What follows belongs to an exercise in optimizing a design on an open flow for small area, a short achievable clock period and few clock cycles; a production flow would make more cautious choices.
Only simulation tests tie the RTL to the original design; equivalence was not proved.
No activity file was given, so power comes from the tool's default toggle rates.

Setup of north:
## mvuTop
module mvuTop (
	input  logic                           clk,
	input  logic                           rst,
	input  logic                           wWr,
	input  logic [mvuPkg::FOLD_WIDTH-1:0]  wAddr,
	input  logic [mvuPkg::WTILE_WIDTH-1:0] wData,
	input  logic [mvuPkg::FOLD_WIDTH-1:0]  foldCount,
	input  logic                           aStrobe,
	input  logic [mvuPkg::ATILE_WIDTH-1:0] aData,
	input  logic                           aPad,
	output logic                           outVld,
	output logic [mvuPkg::OUT_WIDTH-1:0]   outData,
	output logic [mvuPkg::LANE_WIDTH-1:0]  outLane,
	output logic                           hold
);
Size: about 4,600 cells after synthesis, roughly 1,800 flip-flops, roughly 180 I/O pins, ~72,000 sq um of cells after synthesis.
==> module resultFifo, before the edit <==
module resultFifo (
	input  logic                          clk,
	input  logic                          rst,
	input  logic                          push,
	input  logic [mvuPkg::QRES_WIDTH-1:0] pushData,
	output logic                          pop,
	output logic                          outVld,
	output logic [mvuPkg::OUT_WIDTH-1:0]  outData,
	output logic [mvuPkg::LANE_WIDTH-1:0] outLane,
	output logic                          twoPops	 
);
	logic [QRES_WIDTH-1:0] mem [FIFO_DEPTH];
	logic [PTR_WIDTH-1:0]  wrPtr;
	logic [PTR_WIDTH-1:0]  rdPtr;
	logic                  wrPh;	 
	logic                  rdPh;
	logic [LANE_WIDTH-1:0] lane;
	logic                  empty;
	logic [PTR_WIDTH:0]    occ;	 
	logic [PTR_WIDTH:0]    occNext;
	logic [LANE_WIDTH-1:0] laneNext;
	assign occNext = occ + (PTR_WIDTH+1)'(push) - (PTR_WIDTH+1)'(pop);
	assign laneNext = empty ? lane : lane + 1'b1;
	always_ff @(posedge clk) begin
		if (rst)
			occ <= '0;
		else
			occ <= occNext;
	end
	assign twoPops = (occNext >= (PTR_WIDTH+1)'(2)) && (laneNext == 2'd3);
	assign empty = (wrPtr == rdPtr) && (wrPh == rdPh);
	assign pop = !empty && (lane == 2'd3);
	always_ff @(posedge clk) begin
		if (push)
			mem[wrPtr] <= pushData;
	end
	always_ff @(posedge clk) begin
		if (rst) begin
			wrPtr <= '0;
			rdPtr <= '0;
			wrPh <= 1'b0;
			rdPh <= 1'b0;
			lane <= '0;
			outVld <= 1'b0;
		end else begin
			if (push) begin
				wrPtr <= (wrPtr == PTR_WIDTH'(FIFO_DEPTH - 1)) ? '0 : wrPtr + 1'b1;
				if (wrPtr == PTR_WIDTH'(FIFO_DEPTH - 1))
					wrPh <= !wrPh;
			end
			if (pop) begin
				rdPtr <= (rdPtr == PTR_WIDTH'(FIFO_DEPTH - 1)) ? '0 : rdPtr + 1'b1;
				if (rdPtr == PTR_WIDTH'(FIFO_DEPTH - 1))
					rdPh <= !rdPh;
			end
			if (!empty)
				lane <= lane + 1'b1;
			outVld <= !empty;
		end
	end
	always_ff @(posedge clk) begin
		outData <= mem[rdPtr][lane*8 +: 8];
		outLane <= lane;
	end
endmodule
==> flow/config.mk <==
export PLATFORM = sky130hd
export DESIGN_NAME = mvuTop
export DESIGN_NICKNAME = mvuTop
export VERILOG_FILES = /design/flow/design.v
export SDC_FILE = /design/flow/constraint.sdc
export NUM_CORES = 4
export LEC_CHECK = 0
export CAP_MARGIN = 20
export CORE_MARGIN = 2
export CORE_UTILIZATION = 40
export CTS_CLUSTER_DIAMETER = 100
export CTS_CLUSTER_SIZE = 24
export SETUP_SLACK_MARGIN = 3.4
export SLEW_MARGIN = 20
export SYNTH_HIERARCHICAL = 1
export SYNTH_MINIMUM_KEEP_SIZE = 0
==> flow/constraint.sdc <==
create_clock -name core_clock -period 6.0 [get_ports {clk}]
set_input_delay 1.2000 -clock core_clock [delete_from_list [all_inputs] [get_ports {clk}]]
set_output_delay 1.2000 -clock core_clock [all_outputs]
set_load 0.01 [all_outputs]
standard.sh (not shown) runs the stock make flow with config.mk's settings and CLKGATE_MAP_FILE= SYNTH_SCRIPT=/design/flow/synth_recipe.tcl, a recipe that flattens the netlist after the stock synthesis.
==> flow/flow/run.sh <==
#!/bin/bash
# The standard layout, with plain buffers on the ports instead of the
# delay cells buffer_ports picks by default.
set -euo pipefail
export BUFFER_PORTS_ARGS="-buffer_cell sky130_fd_sc_hd__buf_2"
bash standard.sh > standard.log 2>&1
Testbench counts of north, summed over its fixed seeds: cycles 9,881.
## Diff of input files: south against north
--- a/flow/design.v
+++ b/flow/design.v
@@ -2566,23 +2566,19 @@
 	logic [PTR_WIDTH-1:0]  rdPtr;
 	logic                  wrPh;	 
 	logic                  rdPh;
 	logic [LANE_WIDTH-1:0] lane;
 	logic                  empty;
 	logic [PTR_WIDTH:0]    occ;	 
-	logic [PTR_WIDTH:0]    occNext;
-	logic [LANE_WIDTH-1:0] laneNext;
-	assign occNext = occ + (PTR_WIDTH+1)'(push) - (PTR_WIDTH+1)'(pop);
-	assign laneNext = empty ? lane : lane + 1'b1;
 	always_ff @(posedge clk) begin
 		if (rst)
 			occ <= '0;
 		else
-			occ <= occNext;
+			occ <= occ + (PTR_WIDTH+1)'(push) - (PTR_WIDTH+1)'(pop);
 	end
-	assign twoPops = (occNext >= (PTR_WIDTH+1)'(2)) && (laneNext == 2'd3);
+	assign twoPops = (lane == 2'd2) && ((occ >= (PTR_WIDTH+1)'(2)) || ((occ == (PTR_WIDTH+1)'(1)) && push));
 	assign empty = (wrPtr == rdPtr) && (wrPh == rdPh);
 	assign pop = !empty && (lane == 2'd3);
 	always_ff @(posedge clk) begin
 		if (push)
 			mem[wrPtr] <= pushData;
 	end
==> run notes <==
- south completed; timing, DRC and antenna clean
- On fraction of area in non-clock buffers, south and north are basically level.
- In terms of portion of the post-synthesis area used by sequential elements, south and north differ only marginally.
- Compare south and north | instance count on the critical path lower: south
- south against north: maximum frequency rose by 52 MHz; count of cell types in the netlist went down 2; per-cell routed wire length has remained practically unchanged.
Testbench counts of south, summed over its fixed seeds: cycles 9,881.


mvuTop, a different RTL version from the one above (not shown whole).
Size: ~4700 cells after synthesis, ~1700 flip-flops, ~180 I/O pins.
==> module mvuSequencer, before the edit <==
module mvuSequencer (
	input  logic                            clk,
	input  logic                            rst,
	input  logic                            aStrobe,
	input  logic [mvuPkg::ATILE_WIDTH-1:0]  aData,
	input  logic                            aPad,
	input  logic [mvuPkg::FOLD_WIDTH-1:0]   foldCount,
	input  logic                            pop,	 
	output logic [mvuPkg::FOLD_WIDTH-1:0]   rdAddr,
	output logic [mvuPkg::ATILE_WIDTH-1:0]  a,
	output logic                            last,
	output logic                            hold
);
	logic [FOLD_WIDTH-1:0] pos;	 
	logic [FOLD_WIDTH-1:0] fcR;	 
	logic [CNT_WIDTH-1:0]  cnt;	 
	logic                  atEnd;
	logic                  closing;
	logic [FOLD_WIDTH-1:0] posNext;
	logic [CNT_WIDTH-1:0]  cntNext;
	assign atEnd = (pos == foldCount);
	assign closing = aStrobe && atEnd;
	assign posNext = aStrobe ? (atEnd ? '0 : pos + 1'b1) : pos;
	assign cntNext = cnt + CNT_WIDTH'(closing) - CNT_WIDTH'(pop);
	always_ff @(posedge clk) begin
		if (rst) begin
			pos <= '0;
			fcR <= '0;
			cnt <= '0;
			hold <= 1'b0;
		end else begin
			pos <= posNext;
			if (aStrobe)
				fcR <= foldCount;
			cnt <= cntNext;
			hold <= (cntNext >= CNT_WIDTH'(FIFO_DEPTH))
				&& ((posNext == '0) || (posNext == (aStrobe ? foldCount : fcR)));
		end
	end
	assign rdAddr = pos;
	always_ff @(posedge clk) begin
		if (rst) begin
			last <= 1'b0;
		end else begin
			last <= closing;
		end
	end
	always_ff @(posedge clk) begin
		a <= (aStrobe && !aPad) ? aData : '0;
	end
endmodule
make LEC_CHECK=0 CAP_MARGIN=20 CORE_MARGIN=2 CORE_UTILIZATION=40 SETUP_SLACK_MARGIN=3.4 SLEW_MARGIN=20 finish   # period 6.0 ns
run.sh (not shown) runs the stock make flow with config.mk's settings and CLKGATE_MAP_FILE= SYNTH_SCRIPT=/design/flow/synth_recipe.tcl, a recipe that flattens the netlist after the stock synthesis.
Stock flow here: none of the scripts above is used.
The baseline produced a clean layout.
Testbench counts at the start, summed over its fixed seeds: cycles 10,093.
Change:
--- a/flow/design.v
+++ b/flow/design.v
@@ -12,5 +12,6 @@
 	localparam int unsigned FIFO_DEPTH = 4;
 	localparam int unsigned PTR_WIDTH = $clog2(FIFO_DEPTH);
-	localparam int unsigned CNT_WIDTH = PTR_WIDTH + 1;	 
+	localparam int unsigned HOLD_CNT = FIFO_DEPTH + 1;
+	localparam int unsigned CNT_WIDTH = $clog2(HOLD_CNT + 1);	 
 	localparam int unsigned WTILE_WIDTH = PE * SIMD * WEIGHT_WIDTH;
 	localparam int unsigned ATILE_WIDTH = SIMD * ACTIVATION_WIDTH;
@@ -80,5 +81,5 @@
 				fcR <= foldCount;
 			cnt <= cntNext;
-			hold <= (cntNext >= CNT_WIDTH'(FIFO_DEPTH))
+			hold <= (cntNext >= CNT_WIDTH'(HOLD_CNT))
 				&& ((posNext == '0) || (posNext == (aStrobe ? foldCount : fcR)));
 		end
=>
- count of clock-buffer cells in the layout rose by 3
- core utilization fell by 0.23 points
- synthesized area is about the same
- power fell by 0.74%
- setup slack degrades by 0.041 ns
Testbench counts after the change, summed over its fixed seeds: cycles 9,915.

## re-timing with driven ports
In the flow no input, the clock included, has a driving cell. The finished layouts below were timed again as built, in two steps.
Step 1, drivers: a clkbuf_16 drives clk and a buf_2 each remaining input, both assumed.
Step 2, shift: input delay + t, output delay - t, t = (earliest + latest rising clock arrival at the registers) / 2. This alone moves slack from input paths to output paths.
a / b / c = ideal ports / drivers / drivers and shift; a / b = the first two.
run | t (ns) | slack for setup (ns) | hold WS [ns] | worst register clock-pin slew, ns | worst data-port slew with drivers (ns)
north | 0.804 | 3.093 / 3.093 / 2.942 | 0.330 / 0.330 / 0.330 | 0.10 / 0.10 | 0.23
south | 0.790 | 3.477 / 3.431 / 2.765 | 0.331 / 0.331 / 0.331 | 0.10 / 0.10 | 0.20
the first run of note 2 | 0.875 | 3.439 / 3.442 / 2.585 | 0.316 / 0.316 / 0.316 | 0.07 / 0.07 | 0.19
the second run of note 2 | 0.881 | 3.398 / 3.398 / 2.603 | 0.296 / 0.296 / 0.296 | 0.07 / 0.07 | 0.20
After both steps every run listed still meets setup and hold. For the first run of note 2, which loses most, drivers alone change the setup slack by +0.003 ns; drivers and shift together by -0.854 ns.
